Context: an optimization exercise on an open-source flow, tuned for small area. The choices shown serve that exercise and are no tape-out recipe.
The RTL was checked by simulation tests, not by an equivalence proof against the original design.
Power is estimated from default activity; no workload was simulated.

==> run a: inputs <==
## e1AlarmTop
module e1AlarmTop
(
  input  logic        Ck_77,
  input  logic        Rs,
  input  logic        req_cs,
  input  logic        req_wr,
  input  logic [3:0]  req_addr,
  input  logic [31:0] req_wdata,
  input  logic        sel_i,       
  input  logic [41:0] los_i,
  input  logic [41:0] tsfA_i,
  input  logic [41:0] tsfB_i,
  input  logic [20:0] rep_i,       
  input  logic [8:0]  staA_i,
  input  logic [8:0]  staB_i,
  output logic        rsp_ack,
  output logic [31:0] rsp_rdata,
  output logic [4:0]  ctrlA_o,
  output logic [4:0]  ctrlB_o
);
export LEC_CHECK = 0
export CAP_MARGIN = 20
export CORE_MARGIN = 2
export CORE_UTILIZATION = 40
export SLEW_MARGIN = 20
create_clock -name core_clock -period 10.0 [get_ports {Ck_77}]
standard.sh (not shown) runs the stock make flow with config.mk's settings and CLKGATE_MAP_FILE= SYNTH_SCRIPT=/design/flow/synth_recipe.tcl, a recipe that flattens the netlist after the stock synthesis.
==> flow/flow/run.sh <==
#!/bin/bash
# Standard ORFS layout with two changes: port buffers use the smallest buffer, and the clock
# tree is built without dummy balancing loads.
set -euo pipefail
cd "$(dirname "$0")/.."
export BUFFER_PORTS_ARGS="-buffer_cell sky130_fd_sc_hd__buf_1"
export CTS_ARGS="-sink_clustering_enable -repair_clock_nets -dont_use_dummy_load"
bash standard.sh > flow_make.log 2>&1
==> inputs of run b, as changes to run a <==
--- a/flow/design.v
+++ b/flow/design.v
@@ -20,30 +20,25 @@
 localparam [ADDR_W-1:0] ADDR_TSF_HI  = 4'd8;
 localparam [ADDR_W-1:0] ADDR_WFUL_LO = 4'd9;   
 localparam [ADDR_W-1:0] ADDR_WFUL_HI = 4'd10;
 localparam [ADDR_W-1:0] ADDR_REMP_LO = 4'd11;  
 localparam [ADDR_W-1:0] ADDR_REMP_HI = 4'd12;
 localparam [ADDR_W-1:0] ADDR_LCK_LO  = 4'd13;  
 localparam [ADDR_W-1:0] ADDR_LCK_HI  = 4'd14;
-function automatic [CHAN_NUM-1:0] stickyNextR(input [CHAN_NUM-1:0] old,
-                                              input [CHAN_NUM-1:0] live, input clrLo,
-                                              input clrHi, input rst);
-  reg [CHAN_NUM-1:0] keep;
-  begin
-    keep = {{(CHAN_NUM-DATA_W){~clrHi & ~rst}}, {DATA_W{~clrLo & ~rst}}};
-    stickyNextR = (live & {CHAN_NUM{~rst}}) | (old & keep);
-  end
-endfunction
-function automatic [CHAN_NUM-1:0] stickyNextL(input [CHAN_NUM-1:0] old,
-                                              input [CHAN_NUM-1:0] live, input clrLo,
-                                              input clrHi, input rst);
-  reg [CHAN_NUM-1:0] keep;
-  begin
-    keep = {{(CHAN_NUM-DATA_W){~clrHi & ~rst}}, {DATA_W{~clrLo & ~rst}}};
-    stickyNextL = live | (old & keep);
+function automatic [CHAN_NUM-1:0] stickyNext(input [CHAN_NUM-1:0] old,
+                                             input [CHAN_NUM-1:0] live, input clrLo,
+                                             input clrHi);
+  reg [CHAN_NUM-1:0] nxt;
+  begin
+    nxt = old | live;
+    if (clrLo)
+      nxt[DATA_W-1:0] = live[DATA_W-1:0];
+    if (clrHi)
+      nxt[CHAN_NUM-1:DATA_W] = live[CHAN_NUM-1:DATA_W];
+    stickyNext = nxt;
   end
 endfunction
 `timescale 1ns/1ps
 module lineAlarmCapture
 (
   input  logic        Ck_77,
   input  logic        Rs,           
@@ -77,38 +72,41 @@
 localparam [ADDR_W-1:0] ADDR_TSF_HI  = 4'd8;
 localparam [ADDR_W-1:0] ADDR_WFUL_LO = 4'd9;   
 localparam [ADDR_W-1:0] ADDR_WFUL_HI = 4'd10;
 localparam [ADDR_W-1:0] ADDR_REMP_LO = 4'd11;  
 localparam [ADDR_W-1:0] ADDR_REMP_HI = 4'd12;
 localparam [ADDR_W-1:0] ADDR_LCK_LO  = 4'd13;  
 localparam [ADDR_W-1:0] ADDR_LCK_HI  = 4'd14;
-function automatic [CHAN_NUM-1:0] stickyNextR(input [CHAN_NUM-1:0] old,
-                                              input [CHAN_NUM-1:0] live, input clrLo,
-                                              input clrHi, input rst);
-  reg [CHAN_NUM-1:0] keep;
-  begin
-    keep = {{(CHAN_NUM-DATA_W){~clrHi & ~rst}}, {DATA_W{~clrLo & ~rst}}};
-    stickyNextR = (live & {CHAN_NUM{~rst}}) | (old & keep);
-  end
-endfunction
-function automatic [CHAN_NUM-1:0] stickyNextL(input [CHAN_NUM-1:0] old,
-                                              input [CHAN_NUM-1:0] live, input clrLo,
-                                              input clrHi, input rst);
-  reg [CHAN_NUM-1:0] keep;
-  begin
-    keep = {{(CHAN_NUM-DATA_W){~clrHi & ~rst}}, {DATA_W{~clrLo & ~rst}}};
-    stickyNextL = live | (old & keep);
+function automatic [CHAN_NUM-1:0] stickyNext(input [CHAN_NUM-1:0] old,
+                                             input [CHAN_NUM-1:0] live, input clrLo,
+                                             input clrHi);
+  reg [CHAN_NUM-1:0] nxt;
+  begin
+    nxt = old | live;
+    if (clrLo)
+      nxt[DATA_W-1:0] = live[DATA_W-1:0];
+    if (clrHi)
+      nxt[CHAN_NUM-1:DATA_W] = live[CHAN_NUM-1:DATA_W];
+    stickyNext = nxt;
   end
 endfunction
   logic [CHAN_NUM-1:0] tsfSel;  
   assign tsfSel = sel_i ? tsfB_i : tsfA_i;
-  always_ff @(posedge Ck_77)
+  always_ff @(posedge Ck_77 or posedge Rs)
   begin
-    losSticky_o <= stickyNextR(losSticky_o, los_i, clr_i[3], clr_i[2], Rs);
-    tsfSticky_o <= stickyNextR(tsfSticky_o, tsfSel, clr_i[1], clr_i[0], Rs);
+    if (Rs)
+    begin
+      losSticky_o <= '0;
+      tsfSticky_o <= '0;
+    end
+    else
+    begin
+      losSticky_o <= stickyNext(losSticky_o, los_i, clr_i[3], clr_i[2]);
+      tsfSticky_o <= stickyNext(tsfSticky_o, tsfSel, clr_i[1], clr_i[0]);
+    end
   end
 endmodule
 `timescale 1ns/1ps
 module channelAlarmCollect
 (
   input  logic        Ck_77,
   input  logic        Rs,
@@ -140,65 +138,68 @@
 localparam [ADDR_W-1:0] ADDR_TSF_HI  = 4'd8;
 localparam [ADDR_W-1:0] ADDR_WFUL_LO = 4'd9;   
 localparam [ADDR_W-1:0] ADDR_WFUL_HI = 4'd10;
 localparam [ADDR_W-1:0] ADDR_REMP_LO = 4'd11;  
 localparam [ADDR_W-1:0] ADDR_REMP_HI = 4'd12;
 localparam [ADDR_W-1:0] ADDR_LCK_LO  = 4'd13;  
 localparam [ADDR_W-1:0] ADDR_LCK_HI  = 4'd14;
-function automatic [CHAN_NUM-1:0] stickyNextR(input [CHAN_NUM-1:0] old,
-                                              input [CHAN_NUM-1:0] live, input clrLo,
-                                              input clrHi, input rst);
-  reg [CHAN_NUM-1:0] keep;
-  begin
-    keep = {{(CHAN_NUM-DATA_W){~clrHi & ~rst}}, {DATA_W{~clrLo & ~rst}}};
-    stickyNextR = (live & {CHAN_NUM{~rst}}) | (old & keep);
-  end
-endfunction
-function automatic [CHAN_NUM-1:0] stickyNextL(input [CHAN_NUM-1:0] old,
-                                              input [CHAN_NUM-1:0] live, input clrLo,
-                                              input clrHi, input rst);
-  reg [CHAN_NUM-1:0] keep;
-  begin
-    keep = {{(CHAN_NUM-DATA_W){~clrHi & ~rst}}, {DATA_W{~clrLo & ~rst}}};
-    stickyNextL = live | (old & keep);
+function automatic [CHAN_NUM-1:0] stickyNext(input [CHAN_NUM-1:0] old,
+                                             input [CHAN_NUM-1:0] live, input clrLo,
+                                             input clrHi);
+  reg [CHAN_NUM-1:0] nxt;
+  begin
+    nxt = old | live;
+    if (clrLo)
+      nxt[DATA_W-1:0] = live[DATA_W-1:0];
+    if (clrHi)
+      nxt[CHAN_NUM-1:DATA_W] = live[CHAN_NUM-1:DATA_W];
+    stickyNext = nxt;
   end
 endfunction
   logic [CHAN_NUM-1:0] wFulLive;  
   logic [CHAN_NUM-1:0] rEmpLive;
   logic [CHAN_NUM-1:0] lckLive;
-  logic [CHAN_NUM-1:0] load;      
-  logic [CHAN_NUM-1:0] hold;      
-  logic [CHAN_NUM-1:0] wFulNew;   
-  logic [CHAN_NUM-1:0] rEmpNew;
-  logic [CHAN_NUM-1:0] lckNew;
-  always_comb
+  always_ff @(posedge Ck_77 or posedge Rs)
   begin
-    for (int g = 0; g < GROUP_NUM; g++)
+    if (Rs)
     begin
-      for (int c = 0; c < GROUP_CHAN; c++)
+      wFulLive <= '0;
+      rEmpLive <= '0;
+      lckLive  <= '0;
+    end
+    else
+    begin
+      for (int g = 0; g < GROUP_NUM; g++)
       begin
-        load[g*GROUP_CHAN+c]    = (rep_i[g*REP_W+3 +: CHA_W] == CHA_W'(c)) | Rs;
-        hold[g*GROUP_CHAN+c]    = (rep_i[g*REP_W+3 +: CHA_W] != CHA_W'(c)) & ~Rs;
-        wFulNew[g*GROUP_CHAN+c] = rep_i[g*REP_W+2] & ~Rs;
-        rEmpNew[g*GROUP_CHAN+c] = rep_i[g*REP_W+1] & ~Rs;
-        lckNew[g*GROUP_CHAN+c]  = rep_i[g*REP_W+0] & ~Rs;
+        for (int c = 0; c < GROUP_CHAN; c++)
+        begin
+          if (rep_i[g*REP_W+3 +: CHA_W] == CHA_W'(c))  
+          begin
+            wFulLive[g*GROUP_CHAN+c] <= rep_i[g*REP_W+2];
+            rEmpLive[g*GROUP_CHAN+c] <= rep_i[g*REP_W+1];
+            lckLive[g*GROUP_CHAN+c]  <= rep_i[g*REP_W+0];
+          end
+        end
       end
     end
   end
-  always_ff @(posedge Ck_77)
-  begin
-    wFulLive <= (load & wFulNew) | (hold & wFulLive);
-    rEmpLive <= (load & rEmpNew) | (hold & rEmpLive);
-    lckLive  <= (load & lckNew)  | (hold & lckLive);
-  end
-  always_ff @(posedge Ck_77)
+  always_ff @(posedge Ck_77 or posedge Rs)
   begin
-    wFulSticky_o <= stickyNextL(wFulSticky_o, wFulLive, clr_i[5], clr_i[4], Rs);
-    rEmpSticky_o <= stickyNextL(rEmpSticky_o, rEmpLive, clr_i[3], clr_i[2], Rs);
-    lckSticky_o  <= stickyNextL(lckSticky_o, lckLive, clr_i[1], clr_i[0], Rs);
+    if (Rs)
+    begin
+      wFulSticky_o <= '0;
+      rEmpSticky_o <= '0;
+      lckSticky_o  <= '0;
+    end
+    else
+    begin
+      wFulSticky_o <= stickyNext(wFulSticky_o, wFulLive, clr_i[5], clr_i[4]);
+      rEmpSticky_o <= stickyNext(rEmpSticky_o, rEmpLive, clr_i[3], clr_i[2]);
+      lckSticky_o  <= stickyNext(lckSticky_o, lckLive, clr_i[1], clr_i[0]);
+    end
   end
 endmodule
 `timescale 1ns/1ps
 module regBank
 (
   input  logic        Ck_77,
   input  logic        Rs,
@@ -242,30 +243,25 @@
 localparam [ADDR_W-1:0] ADDR_TSF_HI  = 4'd8;
 localparam [ADDR_W-1:0] ADDR_WFUL_LO = 4'd9;   
 localparam [ADDR_W-1:0] ADDR_WFUL_HI = 4'd10;
 localparam [ADDR_W-1:0] ADDR_REMP_LO = 4'd11;  
 localparam [ADDR_W-1:0] ADDR_REMP_HI = 4'd12;
 localparam [ADDR_W-1:0] ADDR_LCK_LO  = 4'd13;  
 localparam [ADDR_W-1:0] ADDR_LCK_HI  = 4'd14;
-function automatic [CHAN_NUM-1:0] stickyNextR(input [CHAN_NUM-1:0] old,
-                                              input [CHAN_NUM-1:0] live, input clrLo,
-                                              input clrHi, input rst);
-  reg [CHAN_NUM-1:0] keep;
-  begin
-    keep = {{(CHAN_NUM-DATA_W){~clrHi & ~rst}}, {DATA_W{~clrLo & ~rst}}};
-    stickyNextR = (live & {CHAN_NUM{~rst}}) | (old & keep);
-  end
-endfunction
-function automatic [CHAN_NUM-1:0] stickyNextL(input [CHAN_NUM-1:0] old,
-                                              input [CHAN_NUM-1:0] live, input clrLo,
-                                              input clrHi, input rst);
-  reg [CHAN_NUM-1:0] keep;
-  begin
-    keep = {{(CHAN_NUM-DATA_W){~clrHi & ~rst}}, {DATA_W{~clrLo & ~rst}}};
-    stickyNextL = live | (old & keep);
+function automatic [CHAN_NUM-1:0] stickyNext(input [CHAN_NUM-1:0] old,
+                                             input [CHAN_NUM-1:0] live, input clrLo,
+                                             input clrHi);
+  reg [CHAN_NUM-1:0] nxt;
+  begin
+    nxt = old | live;
+    if (clrLo)
+      nxt[DATA_W-1:0] = live[DATA_W-1:0];
+    if (clrHi)
+      nxt[CHAN_NUM-1:DATA_W] = live[CHAN_NUM-1:DATA_W];
+    stickyNext = nxt;
   end
 endfunction
   logic                 ackQ;
   logic [DATA_W-1:0]    rdQ;         
   logic [DATA_W-1:0]    rdNext;
   logic [DATA_W-1:0]    cfgQ;        
   logic [2*CTL_W-1:0]   ctrlQ;       
@@ -302,35 +298,40 @@
   end
   assign staClr    = rdAcc && (req_addr == ADDR_STA);
   assign lineClr_o = {rdAcc && (req_addr == ADDR_LOS_LO), rdAcc && (req_addr == ADDR_LOS_HI),
                       rdAcc && (req_addr == ADDR_TSF_LO), rdAcc && (req_addr == ADDR_TSF_HI)};
   assign chanClr_o = {rdAcc && (req_addr == ADDR_WFUL_LO), rdAcc && (req_addr == ADDR_WFUL_HI),
                       rdAcc && (req_addr == ADDR_REMP_LO), rdAcc && (req_addr == ADDR_REMP_HI),
                       rdAcc && (req_addr == ADDR_LCK_LO), rdAcc && (req_addr == ADDR_LCK_HI)};
-  always_ff @(posedge Ck_77)
+  always_ff @(posedge Ck_77 or posedge Rs)
   begin
-    ackQ <= accept & ~Rs;  
-    if (Rs)
-      cfgQ <= '0;
-    else if (wrAcc && req_addr == ADDR_CFG)
-      cfgQ <= req_wdata;
-    if (Rs)
-      ctrlQ <= '0;
-    else if (wrAcc && req_addr == ADDR_CTRL)
-      ctrlQ <= req_wdata[2*CTL_W-1:0];  
     if (Rs)
+    begin
+      ackQ       <= 1'b0;
+      cfgQ       <= '0;
+      ctrlQ      <= '0;        
       staStickyQ <= '0;
-    else if (staClr)
-      staStickyQ <= staLive;               
+    end
     else
-      staStickyQ <= staStickyQ | staLive;
+    begin
+      ackQ <= accept;  
+      if (wrAcc && req_addr == ADDR_CFG)
+        cfgQ <= req_wdata;
+      if (wrAcc && req_addr == ADDR_CTRL)
+        ctrlQ <= req_wdata[2*CTL_W-1:0];  
+      if (staClr)
+        staStickyQ <= staLive;               
+      else
+        staStickyQ <= staStickyQ | staLive;
+    end
   end
   always_ff @(posedge Ck_77)
   begin
-    rdQ <= rdNext;
+    if (accept)
+      rdQ <= rdNext;  
   end
   assign rsp_ack   = ackQ;
   assign rsp_rdata = rdQ;
   assign ctrlA_o   = ctrlQ[CTL_W-1:0];       
   assign ctrlB_o   = ctrlQ[2*CTL_W-1:CTL_W];
 endmodule
 `timescale 1ns/1ps
==> flow/run.sh (new file) <==
#!/bin/bash
# synth_recipe.tcl (not shown) runs the flow's synth.tcl, then flattens the netlist and writes it again
# the make line also repeats each setting of config.mk as NAME=value (left out here)
make -C /OpenROAD-flow-scripts/flow DESIGN_CONFIG=/design/flow/config.mk WORK_HOME=/design/flow/orfs CLKGATE_MAP_FILE= SYNTH_SCRIPT=/design/flow/synth_recipe.tcl finish
removed: flow/flow/run.sh
removed: flow/standard.sh
==> inputs of run c, as changes to run a <==
--- a/flow/design.v
+++ b/flow/design.v
@@ -95,20 +95,25 @@
                                               input clrHi, input rst);
   reg [CHAN_NUM-1:0] keep;
   begin
     keep = {{(CHAN_NUM-DATA_W){~clrHi & ~rst}}, {DATA_W{~clrLo & ~rst}}};
     stickyNextL = live | (old & keep);
   end
 endfunction
-  logic [CHAN_NUM-1:0] tsfSel;  
-  assign tsfSel = sel_i ? tsfB_i : tsfA_i;
+  logic selA, selB;
+  logic [CHAN_NUM-1:0] tsfKeep;
+  assign selA    = ~sel_i & ~Rs;
+  assign selB    = sel_i & ~Rs;
+  assign tsfKeep = {{(CHAN_NUM-DATA_W){~clr_i[0] & ~Rs}}, {DATA_W{~clr_i[1] & ~Rs}}};
+  logic [CHAN_NUM-1:0] tsfStickyN;  
+  assign tsfSticky_o = ~tsfStickyN;
   always_ff @(posedge Ck_77)
   begin
     losSticky_o <= stickyNextR(losSticky_o, los_i, clr_i[3], clr_i[2], Rs);
-    tsfSticky_o <= stickyNextR(tsfSticky_o, tsfSel, clr_i[1], clr_i[0], Rs);
+    tsfStickyN <= ~((tsfA_i & {CHAN_NUM{selA}}) | (tsfB_i & {CHAN_NUM{selB}}) | (~tsfStickyN & tsfKeep));
   end
 endmodule
 `timescale 1ns/1ps
 module channelAlarmCollect
 (
   input  logic        Ck_77,
   input  logic        Rs,
@@ -172,19 +177,19 @@
   logic [CHAN_NUM-1:0] lckNew;
   always_comb
   begin
     for (int g = 0; g < GROUP_NUM; g++)
     begin
       for (int c = 0; c < GROUP_CHAN; c++)
       begin
-        load[g*GROUP_CHAN+c]    = (rep_i[g*REP_W+3 +: CHA_W] == CHA_W'(c)) | Rs;
+        load[g*GROUP_CHAN+c]    = (rep_i[g*REP_W+3 +: CHA_W] == CHA_W'(c)) & ~Rs;
         hold[g*GROUP_CHAN+c]    = (rep_i[g*REP_W+3 +: CHA_W] != CHA_W'(c)) & ~Rs;
-        wFulNew[g*GROUP_CHAN+c] = rep_i[g*REP_W+2] & ~Rs;
-        rEmpNew[g*GROUP_CHAN+c] = rep_i[g*REP_W+1] & ~Rs;
-        lckNew[g*GROUP_CHAN+c]  = rep_i[g*REP_W+0] & ~Rs;
+        wFulNew[g*GROUP_CHAN+c] = rep_i[g*REP_W+2];
+        rEmpNew[g*GROUP_CHAN+c] = rep_i[g*REP_W+1];
+        lckNew[g*GROUP_CHAN+c]  = rep_i[g*REP_W+0];
       end
     end
   end
   always_ff @(posedge Ck_77)
   begin
     wFulLive <= (load & wFulNew) | (hold & wFulLive);
     rEmpLive <= (load & rEmpNew) | (hold & rEmpLive);
@@ -275,14 +280,19 @@
   logic                 accept;
   logic                 wrAcc;
   logic                 rdAcc;
   assign accept  = req_cs & ~ackQ;  
   assign wrAcc   = accept & req_wr;
   assign rdAcc   = accept & ~req_wr;
   assign staLive = {staB_i, staA_i};
+  logic cfgLd, cfgKeep, ctrlLd, ctrlKeep;
+  assign cfgLd    = wrAcc && req_addr == ADDR_CFG && !Rs;
+  assign cfgKeep  = !(wrAcc && req_addr == ADDR_CFG) && !Rs;
+  assign ctrlLd   = wrAcc && req_addr == ADDR_CTRL && !Rs;
+  assign ctrlKeep = !(wrAcc && req_addr == ADDR_CTRL) && !Rs;
   always_comb
   begin
     case (req_addr)
       ADDR_VERSION: rdNext = VERSION_VAL;
       ADDR_DATE:    rdNext = DATE_VAL;
       ADDR_CFG:     rdNext = cfgQ;
       ADDR_CTRL:    rdNext = DATA_W'(ctrlQ);            
@@ -305,22 +315,16 @@
                       rdAcc && (req_addr == ADDR_TSF_LO), rdAcc && (req_addr == ADDR_TSF_HI)};
   assign chanClr_o = {rdAcc && (req_addr == ADDR_WFUL_LO), rdAcc && (req_addr == ADDR_WFUL_HI),
                       rdAcc && (req_addr == ADDR_REMP_LO), rdAcc && (req_addr == ADDR_REMP_HI),
                       rdAcc && (req_addr == ADDR_LCK_LO), rdAcc && (req_addr == ADDR_LCK_HI)};
   always_ff @(posedge Ck_77)
   begin
     ackQ <= accept & ~Rs;  
-    if (Rs)
-      cfgQ <= '0;
-    else if (wrAcc && req_addr == ADDR_CFG)
-      cfgQ <= req_wdata;
-    if (Rs)
-      ctrlQ <= '0;
-    else if (wrAcc && req_addr == ADDR_CTRL)
-      ctrlQ <= req_wdata[2*CTL_W-1:0];  
+    cfgQ  <= (req_wdata & {DATA_W{cfgLd}}) | (cfgQ & {DATA_W{cfgKeep}});
+    ctrlQ <= (req_wdata[2*CTL_W-1:0] & {(2*CTL_W){ctrlLd}}) | (ctrlQ & {(2*CTL_W){ctrlKeep}});
     if (Rs)
       staStickyQ <= '0;
     else if (staClr)
       staStickyQ <= staLive;               
     else
       staStickyQ <= staStickyQ | staLive;
   end
==> flow/flow/run.sh (replaced) <==
#!/bin/bash
# Standard ORFS layout (the standard.sh) with three changes:
#  - synthesis maps logic with an area-oriented ABC script (flow/abc_area.script) in place of
#    ORFS's delay-oriented one; the registers are mapped before ABC runs, so they are the same
#  - port buffers use the smallest buffer
#  - the clock tree uses clkbuf_8 on larger sink clusters, without dummy balancing loads
set -euo pipefail
cd "$(dirname "$0")/.."
rm -rf scripts_mod
cp -r "$FLOW_HOME/scripts" scripts_mod
cp flow/abc_area.script scripts_mod/abc_speed.script
export SCRIPTS_DIR="$PWD/scripts_mod"
export BUFFER_PORTS_ARGS="-buffer_cell sky130_fd_sc_hd__buf_1"
export CTS_ARGS="-sink_clustering_enable -repair_clock_nets -dont_use_dummy_load -buf_list {sky130_fd_sc_hd__clkbuf_8} -sink_clustering_size 18 -sink_clustering_max_diameter 60"
bash standard.sh > flow_make.log 2>&1
==> flow/flow/abc_area.script (new file) <==
&get -n
&st
&dch
&nf -R 1000 -p -C 32 -F 10
&put
Settings changed: CORE_UTILIZATION 40 to 75.
==> comparison table <==
Arr. time, crit path: run b 5.04 ns; run c 4.59 ns; run a 4.71 ns
Mapped cell area: run b 17700 um2; run c 14200 um2; run a 15600 um2
Fraction of registers with async set or reset after synthesis: run b 0.925; run c 0; run a 0
Violation count after the first detailed-route iteration: run b 1111; run c 1467; run a 1160
Post-detailed-routing wire length: run b 54800 um; run c 43000 um; run a 48700 um
Worst path most repeated cell: run b buf_4; run c -; run a buf_4
Worst path bufs/invs: run b 4; run c 3; run a 4
Syn_nets: run b 1494; run c 1473; run a 1535
Buffer share of cell area: run b 0.120; run c 0.0663; run a 0.0627
Power in the clock group: run b 1.66 mW; run c 0.756 mW; run a 1.35 mW
Crit share post-route: run b 0.457; run c 0.407; run a 0.434
Die footprint: run b 45900 um2; run c 20000 um2; run a 40700 um2
Met3 track demand over resource: run b 0.0478; run c 0.0898; run a 0.0554
Complex-gate fraction of the synthesized area: run b 0.165; run c 0.310; run a 0.210
Critical Path Slowest Stage Cell: run b nand2_1; run c clkinv_1; run a nor4b_4
Final weighted congestion in routability-driven placement: run b 0.856; run c 0.912; run a 0.898
Tap cell count: run b 585; run c 234; run a 518
Gate Count Post-Synth: run b 1288; run c 1267; run a 1329
Cell at the root of the clock tree: run b clkbuf_16; run c clkbuf_8; run a clkbuf_16
Peak supply drop: run b 108 uV; run c 163 uV; run a 87.3 uV
Inverter count of the layout excluding clock inverters: run b 4; run c 1; run a 6
Tightest Pin Transition: run b 1.16 ns; run c 1.14 ns; run a 1.07 ns
Result of the run: run b timing/DRC/antenna clean; run c timing/DRC/antenna clean; run a timing/DRC/antenna clean

==> what the ideal ports hide <==
Ports are ideal in the flow. The routed layouts listed here were re-timed in OpenROAD. Step 1 assumes that a clkbuf_16 drives the clock port and a buf_2 every other input. Step 2, shift: input delay + t, output delay - t, t = (earliest + latest rising clock arrival at the registers) / 2. This alone moves slack from input paths to output paths. a / b / c = no drivers / after step 1 / after step 2; a / b = the first two.
| run | t, ns | setup WS [ns] | worst setup path after step 2 | slew at the worst register clock pin (ns) | cell pins on the clock port's net |
|---|---|---|---|---|---|
| run a | 0.581 | 5.657 / 5.680 / 5.098 | input to register | 0.06 / 0.06 | 1 |
| run b | 0.627 | 5.427 / 5.458 / 4.831 | input to register | 0.06 / 0.06 | 1 |
| run c | 0.638 | 5.935 / 5.951 / 5.313 | input to register | 0.11 / 0.11 | 1 |
After both steps setup and hold are still met in every run listed. The setup slack of run c, which loses most, moves by +0.016 ns with the drivers and by -0.622 ns with both steps.
